This design comes from an exercise in tuning for small area and a short achievable clock period on the open sky130 flow, not from production work.
RTL that was checked went through simulation tests only; none was proved equivalent to the original.
Power is estimated from default activity; no workload was simulated.

== harbor ==
Design compressor_unit, start of the top module:
module compressor_unit
(
    input  logic              clock,
    input  logic              reset_n,
    input  logic [LINE_W-1:0] UnCompressedCache,
    output logic [LINE_W-1:0] CompressedCache,
    output logic [3:0]        Encoding,
    output logic [LINE_W-1:0] DeCompressedCache
);
Size: roughly 4000 cells after synthesis, about 42000 um^2 of cells after synthesis.
Settings: LEC_CHECK=0, CAP_MARGIN=20, CORE_MARGIN=2, CORE_UTILIZATION=40, CTS_BUF_LIST=sky130_fd_sc_hd__clkbuf_8 sky130_fd_sc_hd__clkbuf_16, CTS_CLUSTER_DIAMETER=60, CTS_CLUSTER_SIZE=20, SLEW_MARGIN=20, SYNTH_HIERARCHICAL=1; clock period 12.0 ns.
standard.sh (not shown) runs the stock make flow with config.mk's settings and CLKGATE_MAP_FILE= SYNTH_SCRIPT=/design/flow/synth_recipe.tcl, a recipe that flattens the netlist after the stock synthesis.
==> flow/flow/run.sh <==
#!/bin/bash
# Layout flow: the standard synthesis and ORFS layout, with two changes to
# how the layout is made:
#  - ports are buffered with buf_2 instead of the delay cell buffer_ports picks;
#  - timing repair may change a cell's footprint and aims for a setup margin,
#    so the design is pushed below the clock period it must meet.
# Each step's full output goes to its own log in this folder (and ORFS keeps
# its per-stage logs under orfs/logs).
set -euo pipefail
MARGIN=${MARGIN:-7.0}
bash standard.sh synth > log_synth.txt 2>&1
export BUFFER_PORTS_ARGS="-buffer_cell sky130_fd_sc_hd__buf_2"
for step in floorplan place cts route finish; do
  bash standard.sh MATCH_CELL_FOOTPRINT=0 SETUP_SLACK_MARGIN=$MARGIN $step > log_$step.txt 2>&1
done
test -s out/final.def
harbor reached the final stage; the timing, design-rule and antenna checks on its layout passed.
--- input diff harbor..maple ---
--- a/flow/flow/run.sh
+++ b/flow/flow/run.sh
@@ -1,4 +1,5 @@
 #!/bin/bash
-# Layout flow: the standard synthesis and ORFS layout, with two changes to
+# Layout flow: the standard synthesis and ORFS layout, with these changes to
 # how the layout is made:
+#  - the clock tree gets no dummy balancing loads;
 #  - ports are buffered with buf_2 instead of the delay cell buffer_ports picks;
@@ -9,5 +10,7 @@
 set -euo pipefail
-MARGIN=${MARGIN:-7.0}
+MARGIN=${MARGIN:-6.5}
 bash standard.sh synth > log_synth.txt 2>&1
 export BUFFER_PORTS_ARGS="-buffer_cell sky130_fd_sc_hd__buf_2"
+# clock tree without the dummy loads CTS adds for balancing
+export CTS_ARGS="-sink_clustering_enable -repair_clock_nets -dont_use_dummy_load -sink_clustering_size 20 -sink_clustering_max_diameter 60 -buf_list {sky130_fd_sc_hd__clkbuf_8 sky130_fd_sc_hd__clkbuf_16}"
 for step in floorplan place cts route finish; do
[summary]
- maple vs harbor: clock skew up
- Of maple and harbor, harbor shows the lower share of total power in sequential cells, with maple above it.
- For routed wire length, dividing the value from maple by the value from harbor gives 0.928.
- Detailed route wirelength on metal3, maple and harbor: larger value in harbor
- Reported for maple and harbor, non-clock inverter total of the final layout turned out identical to the last digit.
- harbor → maple: total non-filler cell area in the finished layout shrank by 4400 um^2, number of signal-net buffers in the layout shrank by about 16%.
- Compared with harbor, maple is more frugal on power.
- Share of final-layout standard cells stronger than drive strength 1 came out lower on maple than on harbor.
- Relative to harbor, the final RePlAce weighted congestion of maple is higher by about 2%.


Setup of build 54:
Another version of the RTL of compressor_unit (not shown whole).
Size in the first run: roughly 4500 cells after synthesis, ~770 I/O pins.
Settings: LEC_CHECK=0, CAP_MARGIN=20, CORE_MARGIN=2, CORE_UTILIZATION=40, CTS_BUF_LIST=sky130_fd_sc_hd__clkbuf_8 sky130_fd_sc_hd__clkbuf_16, CTS_CLUSTER_DIAMETER=60, CTS_CLUSTER_SIZE=20, SLEW_MARGIN=20, SYNTH_HIERARCHICAL=1; clock period 12.0 ns.
==> flow/flow/run.sh <==
#!/bin/bash
# Layout flow: the standard synthesis and ORFS layout, with two changes to
# how the layout is made:
#  - ports are buffered with buf_2 instead of the delay cell buffer_ports picks;
#  - timing repair may change a cell's footprint and aims for a setup margin,
#    so the design is pushed below the clock period it must meet.
# Each step's full output goes to its own log in this folder (and ORFS keeps
# its per-stage logs under orfs/logs).
set -euo pipefail
MARGIN=${MARGIN:-7.5}
bash standard.sh synth > log_synth.txt 2>&1
export BUFFER_PORTS_ARGS="-buffer_cell sky130_fd_sc_hd__buf_1"
for step in floorplan place cts route finish; do
  bash standard.sh MATCH_CELL_FOOTPRINT=0 SETUP_SLACK_MARGIN=$MARGIN $step > log_$step.txt 2>&1
done
test -s out/final.def
Input-level comparison between build 82 and build 54:
==> flow/flow/run.sh <==
#!/bin/bash
# Layout flow: the standard synthesis and ORFS layout, with these changes to
# how the layout is made:
#  - the clock tree gets no dummy balancing loads;
#  - ports are buffered with buf_2 instead of the delay cell buffer_ports picks;
#  - timing repair may change a cell's footprint and aims for a setup margin,
#    so the design is pushed below the clock period it must meet.
# Each step's full output goes to its own log in this folder (and ORFS keeps
# its per-stage logs under orfs/logs).
set -euo pipefail
MARGIN=${MARGIN:-6.8}
bash standard.sh synth > log_synth.txt 2>&1
export BUFFER_PORTS_ARGS="-buffer_cell sky130_fd_sc_hd__buf_2"
# clock tree without the dummy loads CTS adds for balancing
export CTS_ARGS="-sink_clustering_enable -repair_clock_nets -dont_use_dummy_load -sink_clustering_size 20 -sink_clustering_max_diameter 60 -buf_list {sky130_fd_sc_hd__clkbuf_8 sky130_fd_sc_hd__clkbuf_16}"
for step in floorplan place cts route finish; do
  bash standard.sh MATCH_CELL_FOOTPRINT=0 SETUP_SLACK_MARGIN=$MARGIN $step > log_$step.txt 2>&1
done
test -s out/final.def
### Flow results
Build 82 vs. build 54: detailed-route wire length on metal 1 shows an increase of about 1.8%, critical-path maximum fanout now sits higher, final period utilization shows an increase of 0.58 points, worst slew margin relative to its limit +1.1 points, non-clock buffer area fraction after layout shrank by 5.6 points. Summary — share of the final layout cell area in sequential cells, build 82 relative to build 54: higher, by 4.5 points. Total power: build 82 below build 54.
diff inputs: build 82 => build 97
==> flow/flow/run.sh <==
#!/bin/bash
# Layout flow: the standard synthesis and ORFS layout, with two changes to
# how the layout is made:
#  - ports are buffered with buf_2 instead of the delay cell buffer_ports picks;
#  - timing repair may change a cell's footprint and aims for a setup margin,
#    so the design is pushed below the clock period it must meet.
# Each step's full output goes to its own log in this folder (and ORFS keeps
# its per-stage logs under orfs/logs).
set -euo pipefail
MARGIN=${MARGIN:-7.5}
bash standard.sh synth > log_synth.txt 2>&1
export BUFFER_PORTS_ARGS="-buffer_cell sky130_fd_sc_hd__buf_2"
for step in floorplan place cts route finish; do
  bash standard.sh MATCH_CELL_FOOTPRINT=0 SETUP_SLACK_MARGIN=$MARGIN $step > log_$step.txt 2>&1
done
test -s out/final.def
[summary]
- For via count of the first global-routing pass, build 97 and build 82 come out practically identical.
- Build 82 → build 97: fraction of power consumed by combinational cells now sits at about the same level; number of rows in the core area now sits at about the same level; post-CTS repair timing setup buffer count now sits higher; total power now sits higher.
No functional check of the RTL was part of any run of this note.


Setup of JK:
Another version of the RTL of compressor_unit (not shown whole).
Size: roughly 770 I/O pins.
==> flow/config.mk <==
export PLATFORM = sky130hd
export DESIGN_NAME = compressor_unit
export DESIGN_NICKNAME = compressor_unit
export VERILOG_FILES = /design/flow/design.v
export SDC_FILE = /design/flow/constraint.sdc
export NUM_CORES = 8
export LEC_CHECK = 0
export CAP_MARGIN = 20
export CORE_MARGIN = 2
export CORE_UTILIZATION = 40
export SLEW_MARGIN = 20
export SYNTH_HIERARCHICAL = 1
==> flow/constraint.sdc <==
create_clock -name core_clock -period 12.0 [get_ports {clock}]
set_input_delay 2.4000 -clock core_clock [delete_from_list [all_inputs] [get_ports {clock}]]
set_output_delay 2.4000 -clock core_clock [all_outputs]
set_load 0.01 [all_outputs]
==> flow/flow/run.sh <==
#!/bin/bash
# Layout flow: the standard synthesis and ORFS layout, with these changes to
# how the layout is made:
#  - the clock tree gets no dummy balancing loads;
#  - ports are buffered with buf_2 instead of the delay cell buffer_ports picks,
#    and the round-trip outputs (a full cycle of slack) with buf_1;
#  - timing repair may change a cell's footprint and aims for a setup margin,
#    so the design is pushed below the clock period it must meet.
# Each step's full output goes to its own log in this folder (and ORFS keeps
# its per-stage logs under orfs/logs).
set -euo pipefail
MARGIN=${MARGIN:-6.8}
bash standard.sh synth > log_synth.txt 2>&1
export BUFFER_PORTS_ARGS="-buffer_cell sky130_fd_sc_hd__buf_2"
export POST_GLOBAL_PLACE_TCL="$PWD/flow/dcbuf.tcl"
# clock tree without the dummy loads CTS adds for balancing
export CTS_ARGS="-sink_clustering_enable -repair_clock_nets -dont_use_dummy_load -sink_clustering_size 16 -sink_clustering_max_diameter 60 -buf_list {sky130_fd_sc_hd__clkbuf_8} -root_buf sky130_fd_sc_hd__clkbuf_16"
for step in floorplan place cts route finish; do
  bash standard.sh MATCH_CELL_FOOTPRINT=0 SETUP_SLACK_MARGIN=$MARGIN $step > log_$step.txt 2>&1
done
test -s out/final.def
==> flow/flow/dcbuf.tcl <==
# The round-trip outputs have a full cycle of slack: give their port buffers
# the smallest buffer.
set n 0
foreach bterm [[ord::get_db_block] getBTerms] {
  if { ![string match "DeCompressedCache*" [$bterm getName]] } { continue }
  set net [$bterm getNet]
  foreach iterm [$net getITerms] {
    set inst [$iterm getInst]
    if { [[$inst getMaster] getName] == "sky130_fd_sc_hd__buf_2" } {
      replace_cell [$inst getName] sky130_fd_sc_hd__buf_1
      incr n
    }
  }
}
puts "round-trip port buffers downsized: $n"
#### Input delta (MS over JK)
diff --git a/flow/flow/run.sh b/flow/flow/run.sh
--- a/flow/flow/run.sh
+++ b/flow/flow/run.sh
@@ -8 +8,2 @@
-#    so the design is pushed below the clock period it must meet.
+#    so the design is pushed below the clock period it must meet; it works
+#    on the worst tenth of the failing endpoints.
@@ -12 +13 @@
-MARGIN=${MARGIN:-6.8}
+MARGIN=${MARGIN:-7.0}
@@ -19 +20 @@
-  bash standard.sh MATCH_CELL_FOOTPRINT=0 SETUP_SLACK_MARGIN=$MARGIN $step > log_$step.txt 2>&1
+  bash standard.sh MATCH_CELL_FOOTPRINT=0 SETUP_SLACK_MARGIN=$MARGIN TNS_END_PERCENT=30 $step > log_$step.txt 2>&1
[summary]
- In MS, the combined global-route utilization of all metal layers came out 0.75 points above the value in JK.
- Of the two values seen for class of the most critical setup path, input pin to register was produced by MS and register to primary output by JK.
- Cell area in MS is 2.1% above JK.
- MS against JK: buffer count excluding the clock tree in the final layout saw an increase, utilization higher, detailed-route via count went up 844.
- Comparing JK and MS, the higher worst-case clock skew is on JK.
- | net switching power figure | MS vs JK | about 0.37% higher |
- Cmp MS vs JK: post-route total power higher in MS
For AL, these inputs were changed with respect to MS:
diff --git a/flow/flow/run.sh b/flow/flow/run.sh
--- a/flow/flow/run.sh
+++ b/flow/flow/run.sh
@@ -5,2 +5 @@
-#  - ports are buffered with buf_2 instead of the delay cell buffer_ports picks,
-#    and the round-trip outputs (a full cycle of slack) with buf_1;
+#  - ports are buffered with buf_2 instead of the delay cell buffer_ports picks;
@@ -8,2 +7 @@
-#    so the design is pushed below the clock period it must meet; it works
-#    on the worst tenth of the failing endpoints.
+#    so the design is pushed below the clock period it must meet.
@@ -13 +11 @@
-MARGIN=${MARGIN:-7.0}
+MARGIN=${MARGIN:-6.8}
@@ -16 +13,0 @@
-export POST_GLOBAL_PLACE_TCL="$PWD/flow/dcbuf.tcl"
@@ -20 +17 @@
-  bash standard.sh MATCH_CELL_FOOTPRINT=0 SETUP_SLACK_MARGIN=$MARGIN TNS_END_PERCENT=30 $step > log_$step.txt 2>&1
+  bash standard.sh MATCH_CELL_FOOTPRINT=0 SETUP_SLACK_MARGIN=$MARGIN $step > log_$step.txt 2>&1
removed: flow/flow/dcbuf.tcl
### Flow results
AL: full flow OK, the timing, design-rule and antenna checks passed
AL: via count of the first global-routing pass 721 below MS
Number of iterations in the first detailed-routing pass for AL is lower than for MS.
Worst slack at placement in AL is 0.067 ns higher than in MS
MS and AL ended up with roughly the same total power.
Relative to AL, the following input files were edited for TR:
diff --git a/flow/flow/run.sh b/flow/flow/run.sh
--- a/flow/flow/run.sh
+++ b/flow/flow/run.sh
@@ -5 +5,2 @@
-#  - ports are buffered with buf_2 instead of the delay cell buffer_ports picks;
+#  - ports are buffered with buf_2 instead of the delay cell buffer_ports picks,
+#    and the round-trip outputs (a full cycle of slack) with buf_1;
@@ -7 +8,2 @@
-#    so the design is pushed below the clock period it must meet.
+#    so the design is pushed below the clock period it must meet; it works
+#    on the worst tenth of the failing endpoints.
@@ -11 +13 @@
-MARGIN=${MARGIN:-6.8}
+MARGIN=${MARGIN:-7.2}
@@ -13,0 +16 @@
+export POST_GLOBAL_PLACE_TCL="$PWD/flow/dcbuf.tcl"
@@ -17 +20 @@
-  bash standard.sh MATCH_CELL_FOOTPRINT=0 SETUP_SLACK_MARGIN=$MARGIN $step > log_$step.txt 2>&1
+  bash standard.sh MATCH_CELL_FOOTPRINT=0 SETUP_SLACK_MARGIN=$MARGIN TNS_END_PERCENT=10 $step > log_$step.txt 2>&1
==> flow/flow/dcbuf.tcl (new file) <==
# The round-trip outputs have a full cycle of slack: give their port buffers
# the smallest buffer.
set n 0
foreach bterm [[ord::get_db_block] getBTerms] {
  if { ![string match "DeCompressedCache*" [$bterm getName]] } { continue }
  set net [$bterm getNet]
  foreach iterm [$net getITerms] {
    set inst [$iterm getInst]
    if { [[$inst getMaster] getName] == "sky130_fd_sc_hd__buf_2" } {
      replace_cell [$inst getName] sky130_fd_sc_hd__buf_1
      incr n
    }
  }
}
puts "round-trip port buffers downsized: $n"
--- outcome ---
Reported for AL and TR, synthesized cell count turned out identical to the last digit. Share of the cycle needed by the critical path after routing, AL and TR, lower one = TR. Compared with AL, TR shows final cell count higher by about 1%. Across both runs, first-iteration DRC count was higher for TR than for AL. Between AL and TR, detail-routed via count per cell increased. TR ended with less count of filler cells inserted in the layout than AL. Summary — count of clock-buffer cells in the layout, TR relative to AL: higher, by about 1.3%.


compressor_unit with an RTL version that a note above also has.
Size: roughly 4000 cells after synthesis, about 42000 µm² of cells after synthesis.
Settings: LEC_CHECK=0, CAP_MARGIN=20, CORE_MARGIN=2, CORE_UTILIZATION=40, CTS_BUF_LIST=sky130_fd_sc_hd__clkbuf_8 sky130_fd_sc_hd__clkbuf_16, CTS_CLUSTER_DIAMETER=60, CTS_CLUSTER_SIZE=20, SLEW_MARGIN=20, SYNTH_HIERARCHICAL=1; clock period 12.0 ns.
==> flow/flow/run.sh <==
#!/bin/bash
# Layout flow: the standard synthesis and ORFS layout, with two changes to
# how the layout is made:
#  - ports are buffered with buf_2 instead of the delay cell buffer_ports picks;
#  - timing repair may change a cell's footprint and aims for a setup margin,
#    so the design is pushed below the clock period it must meet.
# Each step's full output goes to its own log in this folder (and ORFS keeps
# its per-stage logs under orfs/logs).
set -euo pipefail
MARGIN=${MARGIN:-6.5}
bash standard.sh synth > log_synth.txt 2>&1
export BUFFER_PORTS_ARGS="-buffer_cell sky130_fd_sc_hd__buf_2"
for step in floorplan place cts route finish; do
  bash standard.sh MATCH_CELL_FOOTPRINT=0 SETUP_SLACK_MARGIN=$MARGIN $step > log_$step.txt 2>&1
done
test -s out/final.def
Then changed:
--- a/flow/flow/run.sh
+++ b/flow/flow/run.sh
@@ -10 +10 @@
-MARGIN=${MARGIN:-6.5}
+MARGIN=${MARGIN:-6.0}
=>
- combinational power hardly moves
- cell area drops by 0.74%
- die area stays the same
Then changed:
--- a/flow/flow/run.sh
+++ b/flow/flow/run.sh
@@ -2 +2 @@
-# Layout flow: the standard synthesis and ORFS layout, with two changes to
+# Layout flow: the standard synthesis and ORFS layout, with these changes to
@@ -3,0 +4 @@
+#  - the clock tree gets no dummy balancing loads;
@@ -10 +11 @@
-MARGIN=${MARGIN:-6.0}
+MARGIN=${MARGIN:-6.8}
@@ -13 +14,5 @@
-for step in floorplan place cts route finish; do
+# clock tree without the dummy loads CTS adds for balancing
+export CTS_ARGS="-sink_clustering_enable -repair_clock_nets -dont_use_dummy_load -sink_clustering_size 16 -sink_clustering_max_diameter 60 -buf_list {sky130_fd_sc_hd__clkbuf_8} -root_buf sky130_fd_sc_hd__clkbuf_16"
+# no timing repair before placement; the margin applies from placement on
+bash standard.sh MATCH_CELL_FOOTPRINT=0 floorplan > log_floorplan.txt 2>&1
+for step in place cts route finish; do
Settings changed: CTS_BUF_LIST sky130_fd_sc_hd__clkbuf_8 sky130_fd_sc_hd__clkbuf_16 to unset, CTS_CLUSTER_DIAMETER 60 to unset, CTS_CLUSTER_SIZE 20 to unset.
Effect:
- The new run completed without violations
- routed wire length increases by a few percent
- worst hold slack gets worse by 0.020 ns
- die area is unchanged
Then changed:
==> flow/flow/run.sh (replaced) <==
#!/bin/bash
# Layout flow: the standard synthesis and ORFS layout, with two changes to
# how the layout is made:
#  - ports are buffered with buf_2 instead of the delay cell buffer_ports picks;
#  - timing repair may change a cell's footprint and aims for a setup margin,
#    so the design is pushed below the clock period it must meet.
# Each step's full output goes to its own log in this folder (and ORFS keeps
# its per-stage logs under orfs/logs).
set -euo pipefail
MARGIN=${MARGIN:-7.5}
bash standard.sh synth > log_synth.txt 2>&1
export BUFFER_PORTS_ARGS="-buffer_cell sky130_fd_sc_hd__buf_2"
for step in floorplan place cts route finish; do
  bash standard.sh MATCH_CELL_FOOTPRINT=0 SETUP_SLACK_MARGIN=$MARGIN $step > log_$step.txt 2>&1
done
test -s out/final.def
Settings changed: CTS_BUF_LIST set to sky130_fd_sc_hd__clkbuf_8 sky130_fd_sc_hd__clkbuf_16, CTS_CLUSTER_DIAMETER set to 60, CTS_CLUSTER_SIZE set to 20.
What happened: The changed run ran to the end with no violations. Count of clock-buffer cells in the layout climbs by 7. First-iteration DRC count climbs by 13%. Sequential power climbs by about 2%. Cell count climbs by 4.1%. Design area climbs by 12%. Worst setup slack improved by 0.10 ns.
Then changed:
--- a/flow/flow/run.sh
+++ b/flow/flow/run.sh
@@ -10 +10 @@
-MARGIN=${MARGIN:-7.5}
+MARGIN=${MARGIN:-5.5}
Outcome: Setup slack gets worse by 1.0 ns. Fmax decreases by about 16%. First-iteration DRC count is lower by about 15%. Worst hold slack is worse by 0.019 ns. Clock skew goes down by 0.0078 ns. Synthesized cell count is unchanged.

==> port drivers added, routing unchanged <==
The flow's constraints put no driver on any port. The routed layouts listed below were extracted and timed again, unchanged, in two steps. Step 1, drivers: a clkbuf_16 drives clock and a buf_2 each remaining input, both assumed. Step 2 times the ports against the registers' clock, not the clock port: input delays grow and output delays shrink by t, the midpoint of the rising clock arrivals with the driver on. Three values: ideal ports, drivers, drivers and shift; two values: the first two.
run | shift t [ns] | setup WS [ns] | clock arrival spread, ns
harbor | 0.730 | 6.755 / 6.686 / 6.149 | 0.073 / 0.073
maple | 0.694 | 6.347 / 6.277 / 5.871 | 0.110 / 0.110
build 54 | 0.754 | 6.730 / 6.767 / 6.012 | 0.045 / 0.045
build 82 | 0.709 | 6.660 / 6.688 / 5.979 | 0.121 / 0.122
build 97 | 0.752 | 6.722 / 6.761 / 6.008 | 0.056 / 0.057
JK | 0.673 | 6.679 / 6.608 / 6.084 | 0.124 / 0.124
MS | 0.680 | 6.780 / 6.734 / 6.054 | 0.083 / 0.083
AL | 0.683 | 6.668 / 6.619 / 5.936 | 0.117 / 0.117
TR | 0.690 | 6.697 / 6.707 / 6.039 | 0.101 / 0.101
the first run of note 4 | 0.724 | 6.439 / 6.370 / 5.861 | 0.060 / 0.061
the second run of note 4 | 0.732 | 6.071 / 6.086 / 5.354 | 0.036 / 0.036
the third run of note 4 | 0.683 | 6.562 / 6.487 / 6.051 | 0.109 / 0.109
the fourth run of note 4 | 0.758 | 6.664 / 6.583 / 5.923 | 0.046 / 0.047
the fifth run of note 4 | 0.732 | 5.620 / 5.545 / 5.029 | 0.037 / 0.037
After both steps setup and hold are still met in every run listed. The setup slack of the fourth run of note 4, which loses most, moves by -0.081 ns with the drivers and by -0.741 ns with both steps.
